This is an optimization exercise on Yosys and OpenROAD, whose aim is small area, a short achievable clock period and few clock cycles per item, not a production implementation.
The RTL was checked by simulation tests, not by an equivalence proof against the original design.
Power is estimated from default activity; no workload was simulated.

--- design/flow/constraint.sdc ---
create_clock -name core_clock -period 11.5 [get_ports {clk}]
set_input_delay 2.3000 -clock core_clock [delete_from_list [all_inputs] [get_ports {clk}]]
set_output_delay 2.3000 -clock core_clock [all_outputs]
set_load 0.01 [all_outputs]
--- design/flow/config.mk ---
export PLATFORM = sky130hd
export DESIGN_NAME = conv_top
export DESIGN_NICKNAME = conv_top
export VERILOG_FILES = /design/flow/design.v
export SDC_FILE = /design/flow/constraint.sdc
export NUM_CORES = 4
export LEC_CHECK = 0
export CAP_MARGIN = 20
export CORE_MARGIN = 2
export CORE_UTILIZATION = 40
export SLEW_MARGIN = 20
--- design/flow/design.v ---
`timescale 1ns/1ns
`default_nettype none
module conv_top
(
    input  logic        clk,
    input  logic        rst,
    input  logic        start,
    input  logic [19:0] cfg_weight_base,
    input  logic [19:0] cfg_bias_base,
    input  logic [19:0] cfg_data_base,
    input  logic [19:0] cfg_result_base,
    input  logic [9:0]  cfg_rownum,
    input  logic [9:0]  cfg_columnnum,
    input  logic [9:0]  cfg_filternum,
    input  logic [7:0]  mem_rdata,
    output logic        mem_en,
    output logic        mem_we,
    output logic [19:0] mem_addr,
    output logic [7:0]  mem_wdata,
    output logic        conv_finish
);
    localparam logic [1:0] PH_LOAD  = 2'd0;
    localparam logic [1:0] PH_DATA  = 2'd1;
    localparam logic [1:0] PH_DRAIN = 2'd2;
    logic        busy;
    logic [1:0]  phase;
    logic [3:0]  tapcnt;
    logic [19:0] wptr;
    logic [19:0] bptr;
    logic [19:0] rptr;
    logic [19:0] db;
    logic [19:0] cp;           
    logic [9:0]  nrows;
    logic [9:0]  ncols;
    logic [9:0]  rowcnt;       
    logic [9:0]  colcnt;       
    logic [9:0]  filtcnt;      
    logic [1:0]  wrow;         
    logic        rfirst;
    logic        cfirst;
    logic        en_q;
    logic        we_q;
    logic [19:0] addr_q;
    logic [7:0]  wdata_q;
    logic [7:0]  tg0, tg1, tg2, tg3;
    logic        t4_data, t4_first, t4_initrow, t4_emit_a, t4_emit_b, t4_runlast;
    logic        t5_emit_a, t5_emit_b, t5_runlast;
    logic        t6_emit_b, t6_runlast;
    logic        t7_runlast;
    logic        write_due;
    logic        rlast;
    logic        clast;
    logic        flast;
    logic        rd_first;
    logic        rd_last;
    logic [19:0] off;
    logic        off_cin;
    logic [19:0] data_addr;
    logic [7:0]  tag_d;
    assign write_due = t5_emit_a || t6_emit_b;
    assign rlast     = (rowcnt == 10'd1);
    assign clast     = (colcnt == 10'd1);
    assign flast     = (filtcnt == 10'd1);
    assign rd_first  = (wrow == (rfirst ? 2'd1 : 2'd0));
    assign rd_last   = (wrow == (rlast ? 2'd1 : 2'd2));
    always_comb
    begin
        case (wrow)
            2'd0:    begin off = ~{10'd0, ncols}; off_cin = 1'b1; end
            2'd2:    begin off =  {10'd0, ncols}; off_cin = 1'b0; end
            default: begin off = 20'd0;           off_cin = 1'b0; end
        endcase
    end
    assign data_addr = cp + off + {19'd0, off_cin};
    always_comb
    begin
        tag_d = 8'd0;
        if (busy && !write_due)
        begin
            if (phase == PH_LOAD)
                tag_d = {1'b1, 2'd3, 5'd0};
            else if (phase == PH_DATA)
                tag_d = {1'b1, wrow, rd_first, rd_first && cfirst,
                         rd_last && !cfirst, rd_last && clast,
                         rd_last && clast && rlast && flast};
        end
    end
    always_ff @(posedge clk)
    begin
        if (rst)
        begin
            busy    <= 1'b0;
            phase   <= PH_LOAD;
            en_q    <= 1'b0;
            we_q    <= 1'b0;
            tg0     <= 8'd0;
        end
        else
        begin
            tg0  <= tag_d;
            en_q <= 1'b0;
            we_q <= 1'b0;
            if (!busy)
            begin
                if (start)
                begin
                    busy    <= 1'b1;
                    phase   <= PH_LOAD;
                end
            end
            else if (write_due)
            begin
                en_q <= 1'b1;
                we_q <= 1'b1;
            end
            else if (phase == PH_LOAD)
            begin
                en_q <= 1'b1;
                if (tapcnt == 4'd9)
                    phase <= PH_DATA;
            end
            else if (phase == PH_DATA)
            begin
                en_q <= 1'b1;
                if (rd_last && clast && rlast)
                    phase <= flast ? PH_DRAIN : PH_LOAD;
            end
            if (t7_runlast)
                busy <= 1'b0;
        end
    end
    always_ff @(posedge clk)
    begin
        if (!busy)
        begin
            if (start)
            begin
                wptr    <= cfg_weight_base;
                bptr    <= cfg_bias_base;
                db      <= cfg_data_base;
                rptr    <= cfg_result_base;
                nrows   <= cfg_rownum;
                ncols   <= cfg_columnnum;
                filtcnt <= cfg_filternum;
                tapcnt  <= 4'd0;
            end
        end
        else if (write_due)
        begin
            addr_q <= rptr;
            rptr   <= rptr + 20'd1;
        end
        else if (phase == PH_LOAD)
        begin
            if (tapcnt == 4'd9)
            begin
                addr_q <= bptr;
                bptr   <= bptr + 20'd1;
                tapcnt <= 4'd0;
                cp     <= db;
                rowcnt <= nrows;
                colcnt <= ncols;
                rfirst <= 1'b1;
                cfirst <= 1'b1;
                wrow   <= 2'd1;
            end
            else
            begin
                addr_q <= wptr;
                wptr   <= wptr + 20'd1;
                tapcnt <= tapcnt + 4'd1;
            end
        end
        else if (phase == PH_DATA)
        begin
            addr_q <= data_addr;
            if (!rd_last)
                wrow <= wrow + 2'd1;
            else
            begin
                cp     <= cp + 20'd1;
                cfirst <= 1'b0;
                wrow   <= rfirst ? 2'd1 : 2'd0;
                colcnt <= colcnt - 10'd1;
                if (clast)
                begin
                    colcnt <= ncols;
                    cfirst <= 1'b1;
                    rowcnt <= rowcnt - 10'd1;
                    rfirst <= 1'b0;
                    wrow   <= 2'd0;
                    if (rlast)
                        filtcnt <= filtcnt - 10'd1;
                end
            end
        end
    end
    assign mem_en    = en_q;
    assign mem_we    = we_q;
    assign mem_addr  = addr_q;
    assign mem_wdata = wdata_q;
    always_ff @(posedge clk)
    begin
        if (rst)
        begin
            tg1        <= 8'd0;
            tg2        <= 8'd0;
            tg3        <= 8'd0;
            t4_data    <= 1'b0;
            t4_emit_a  <= 1'b0;
            t4_emit_b  <= 1'b0;
            t4_runlast <= 1'b0;
            t5_emit_a  <= 1'b0;
            t5_emit_b  <= 1'b0;
            t5_runlast <= 1'b0;
            t6_emit_b  <= 1'b0;
            t6_runlast <= 1'b0;
            t7_runlast <= 1'b0;
            conv_finish <= 1'b0;
        end
        else
        begin
            tg1        <= tg0;
            tg2        <= tg1;
            tg3        <= tg2;
            t4_data    <= tg3[7] && (tg3[6:5] != 2'd3);
            t4_emit_a  <= tg3[7] && tg3[2];
            t4_emit_b  <= tg3[7] && tg3[1];
            t4_runlast <= tg3[7] && tg3[0];
            t5_emit_a  <= t4_emit_a;
            t5_emit_b  <= t4_emit_b;
            t5_runlast <= t4_runlast;
            t6_emit_b  <= t5_emit_b;
            t6_runlast <= t5_runlast;
            t7_runlast <= t6_runlast;
            conv_finish <= t7_runlast;
        end
    end
    always_ff @(posedge clk)
    begin
        t4_first   <= tg3[4];
        t4_initrow <= tg3[3];
    end
    logic [7:0]         pix;
    logic [9:0][7:0]    wreg;          
    logic signed [7:0]  w_a, w_b, w_d;
    logic signed [15:0] p_a, p_b, p_d;
    logic signed [18:0] acc_a;
    logic signed [17:0] acc_b;
    logic signed [16:0] acc_d;
    logic signed [16:0] bias_x;
    logic [7:0]         out_b;
    logic [7:0]         sat_a;
    logic [7:0]         sat_b;
    always_ff @(posedge clk)
        pix <= mem_rdata;
    always_ff @(posedge clk)
    begin
        if (tg3[7] && tg3[6:5] == 2'd3)
        begin
            for (int k = 0; k < 9; k++)
                wreg[k] <= wreg[k+1];
            wreg[9] <= pix;
        end
    end
    always_comb
    begin
        case (tg3[6:5])
            2'd0:    begin w_d = wreg[0]; w_b = wreg[1]; w_a = wreg[2]; end
            2'd1:    begin w_d = wreg[3]; w_b = wreg[4]; w_a = wreg[5]; end
            default: begin w_d = wreg[6]; w_b = wreg[7]; w_a = wreg[8]; end
        endcase
    end
    always_ff @(posedge clk)
    begin
        p_a <= $signed(pix) * w_a;
        p_b <= $signed(pix) * w_b;
        p_d <= $signed(pix) * w_d;
    end
    assign bias_x = 17'($signed(wreg[9]));
    always_ff @(posedge clk)
    begin
        if (t4_data)
        begin
            acc_a <= (t4_first ? 19'(acc_b) : acc_a) + 19'(p_a);
            acc_b <= (t4_first ? (t4_initrow ? 18'(bias_x) : 18'(acc_d)) : acc_b) + 18'(p_b);
            acc_d <= (t4_first ? bias_x : acc_d) + 17'(p_d);
        end
    end
    assign sat_a = acc_a[18] ? 8'd0 : ((|acc_a[17:11]) ? 8'd127 : {1'b0, acc_a[10:4]});
    assign sat_b = acc_b[17] ? 8'd0 : ((|acc_b[16:11]) ? 8'd127 : {1'b0, acc_b[10:4]});
    always_ff @(posedge clk)
    begin
        if (t5_emit_b)
            out_b <= sat_b;
        wdata_q <= t5_emit_a ? sat_a : out_b;
    end
endmodule
`default_nettype wire
--- design/flow/run.sh ---
#!/bin/bash
# synth_recipe.tcl (not shown) runs the flow's synth.tcl, then flattens the netlist and writes it again
# the make line also repeats each setting of config.mk as NAME=value (left out here)
make -C /OpenROAD-flow-scripts/flow DESIGN_CONFIG=/design/flow/config.mk WORK_HOME=/design/flow/orfs CLKGATE_MAP_FILE= SYNTH_SCRIPT=/design/flow/synth_recipe.tcl finish
==> metrics.cfg <==
[timing]
maxClockFrequency_mhz=175
finalSetupTns_ns=0
tightest_slew_ns=1.13
worst_clock_skew_ns=0.0213
max-slew-margin-rel=0.248
slew_violations=0
layout_worst_path_cycle_share=0.498
period_minus_slack_ns=5.72
grt_setup_unrepaired=false
setup_viol=0
finalHoldViolCount=0

[global_route]
number_of_global_route_vias_before_repair=20200
global_route_usage_sum=0.184
number_of_antenna_violations_at_the_first_check_in_global_routing=0
first_pass_grt_wire_length_um=107000
largest_net_degree_at_the_start_of_global_routing=98
global_route.overflow_total=0

[run]
maxCapViolations=0

[synthesis]
yosysWarnings=1
ys_top_cells_by_area=edfxtp_1, fa_1, dfxtp_1
syn-instance-count=2707
synth_area_leader_cell=edfxtp_1
post_synth_num_cell_types=74
fraction_of_the_yosys_area_taken_by_sequential_cells=0.421
netlist_area_um2=28100
synth_most_common_cell=edfxtp_1
synth_top_flop_cell=edfxtp_1
number_of_enable_flip_flop_cells_after_synthesis=319
asyncSetResetFlopFracSynth=0
ys_ff_latch=432
post-synth-top-area-fraction=0.341
yosys-top-cells-count=edfxtp_1, inv_1, nor2_1
synth_area_per_cell_um2=10.4
synthesis.nets=3168

[critical_path]
arrival_time_reported_for_the_critical_path_endpoint_ns=6.25
timing.rr.start=tg3[5]
crit_type=reg -> reg
critical_path.startpoint_type=flip-flop
critPathLaunch=tg3[5]
critical_path_required_ns=12.03
worst-path-max-fanout=26
worstSetupEndpointType=flip-flop

[clock_network]
cts_max_path_buffers=3
cts_tree=built
cts.sink_count=432
clk_pin_slew_worst_paths_ns=0.06
worstSkewPairLatency_ns=0.60
cts-root-buf=clkbuf_16
number_of_buffers_inserted_to_repair_setup_after_cts=0
cts-buffers-inserted=49
cts.htree.levels=2
ctsHoldBuffers=0
post_cts_resized=0

[power_and_ir_drop]
power-per-cell-area_nw_per_um2=164
ir_drop_uv=126
power.static_leakage_nw=13.1
post-layout-total-power_mw=5.31

[final_layout]
syn_to_final_growth_pct=15.1
num-nets-final=3309
antenna_cells=0
layout.cells.non_filler=3829
final_layout_size_suffix_gt1_frac=0.0561
fillers=6489
final_util=0.464

[placed_design]
routabilityCongestion=0.869
numPlacedInstances=3737
portbufs=150
dp.final_hpwl_um=50500

[floorplanning]
dieHeight_um=269
rows=97
coreArea_um2=69800
floorplan.die_area_um2=72400
initial_core_util=0.403
io_pins=152
floorplan.die.width_um=269

[hold_path]
timing.hold.worst.start=tg3[3]
holdCritPathClass=reg -> reg

[detailed_routing]
drt-wirelength-per-cell_um=17.4
drtPass1Iterations=5
totalWireLength_um=66500
vias=19600
route.detailed.vias_per_inst=5.11
ant_nets=0
drt_iter0_drc=1305
drcViolationCount=0

[status]
outcome=no timing/DRC/antenna violations

flip-flops by register name, indices dropped and copies added, names as in the netlist, 10 cells and up:
name,count
addr_q,20
wreg,80
acc_d,17
colcnt,10
p_b,16
bptr,20
cp,20
rowcnt,10
db,20
p_d,16
ncols,10
rptr,20
acc_a,19
p_a,16
nrows,10
wptr,20
filtcnt,10
acc_b,18
final cells by class:
| class | instances | area [um2] | share of cell area |
|---|---|---|---|
| inverter | 320 | 1200 | 0.0371 |
| timing repair buffer | 169 | 1640 | 0.0508 |
| multi-input combinational | 1876 | 14800 | 0.457 |
| tap | 940 | 1180 | 0.0363 |
| clock inverter | 24 | 253 | 0.00781 |
| clock buffer | 68 | 1460 | 0.0450 |
| sequential | 432 | 11800 | 0.366 |
worst paths after layout:
| kind | endpoint | slack, ns | cells past startpoint |
|---|---|---|---|
| worst max register to register | p_b[14] | 5.78 | 19 |
| worst min-delay path | t4_initrow | 0.33 | 0 |
| worst max-delay path | p_b[14] | 5.78 | 19 |
| worst min register to register | t4_initrow | 0.33 | 0 |
layer usage:
layer,up-vias,global-route usage,part of all wire
met1,9586,0.245,0.45
met3,87,0.0229,0.044
met4,0,0.0478,0.022
li1,9456,-,-
met5,-,0,0
met2,452,0.316,0.49
per-stage QoR:
| stage | worst slack (ns) | hold WS [ns] | instance area [um2] |
|---|---|---|---|
| final | 5.78 | 0.325 | 32400 |
| after global routing | 5.40 | 0.333 | 32400 |
| after CTS | 5.78 | 0.327 | 32400 |
| after detailed placement | 5.80 | 0.313 | 30700 |
| after global placement | 5.92 | 0.314 | 30700 |
| after floorplan | 6.14 | 0.310 | 28100 |
placed cells by master, fill, tap and decap left out, drive strengths merged, types with 41 or more instances in the layout:
master | Yosys | routed
clkdlybuf4s50 | 0 | 150
nor2b | 133 | 133
nand2 | 193 | 193
inv | 317 | 321
xnor2 | 124 | 124
nand3 | 41 | 41
ha | 170 | 170
fa | 170 | 170
xor2 | 76 | 76
a21oi | 186 | 186
clkbuf | 68 | 68
mux2i | 54 | 54
nor2 | 216 | 216
and2 | 58 | 58
dfxtp | 113 | 113
o21ai | 143 | 143
edfxtp | 319 | 319
worst max-delay path, stage by stage (launching register included):
cell and delay [ns]:
dfxtp_1 0.32, buf_4 0.38, mux2i_1 0.23, nor2_1 0.05, a21oi_1 0.59, or2_2 0.24, fa_1 0.42, fa_1 0.58
inv_1 0.07, fa_1 0.53, inv_1 0.05, fa_1 0.53, inv_1 0.04, ha_1 0.31, o21ai_0 0.13, a21boi_0 0.16
o21ai_0 0.24, a21oi_1 0.14, or4_1 0.51, nand3_1 0.10
report_power, final:
part / leakage [nW] / internal, mW / switching, mW
combinational: 8.32 / 0.770 / 0.939
sequential: 3.88 / 1.86 / 0.111
clock: 0.854 / 0.962 / 0.666
logic make-up after synthesis:
group | share of synthesized area
AO/OA/AOI/OAI | 0.0957
XOR/XNOR | 0.0623
adder cells (fa/ha/maj) | 0.197
buffers and inverters | 0.0536
flip-flops | 0.421
multiplexers | 0.0316
other | 0.000133
AND/OR/NAND/NOR | 0.139
Testbench counts, summed over its fixed seeds: cycles 42,591, results 10,859.

port drivers added, routing unchanged:
In the flow no input, the clock included, has a driving cell. The finished layout below was timed again as built, in two steps. Step 1: set_driving_cell puts a clkbuf_16 on clk and a buf_2 on each other input, an assumption about the parent block. Step 2 also shifts input and output timing later by t, the mid clock arrival at the registers, as if the neighbouring blocks saw the same clock. Slacks: ideal ports / drivers / drivers and shift; pairs: ideal ports / drivers.
t, ns: 0.649
slack for setup (ns): 5.776 / 5.776 / 5.776
slew at the worst register clock pin (ns): 0.06 / 0.06
cell pins on the clock port's net: 1
After both steps this run still meets setup and hold. The setup slack of this run moves by 0.000 ns with the drivers and by 0.000 ns with both steps.
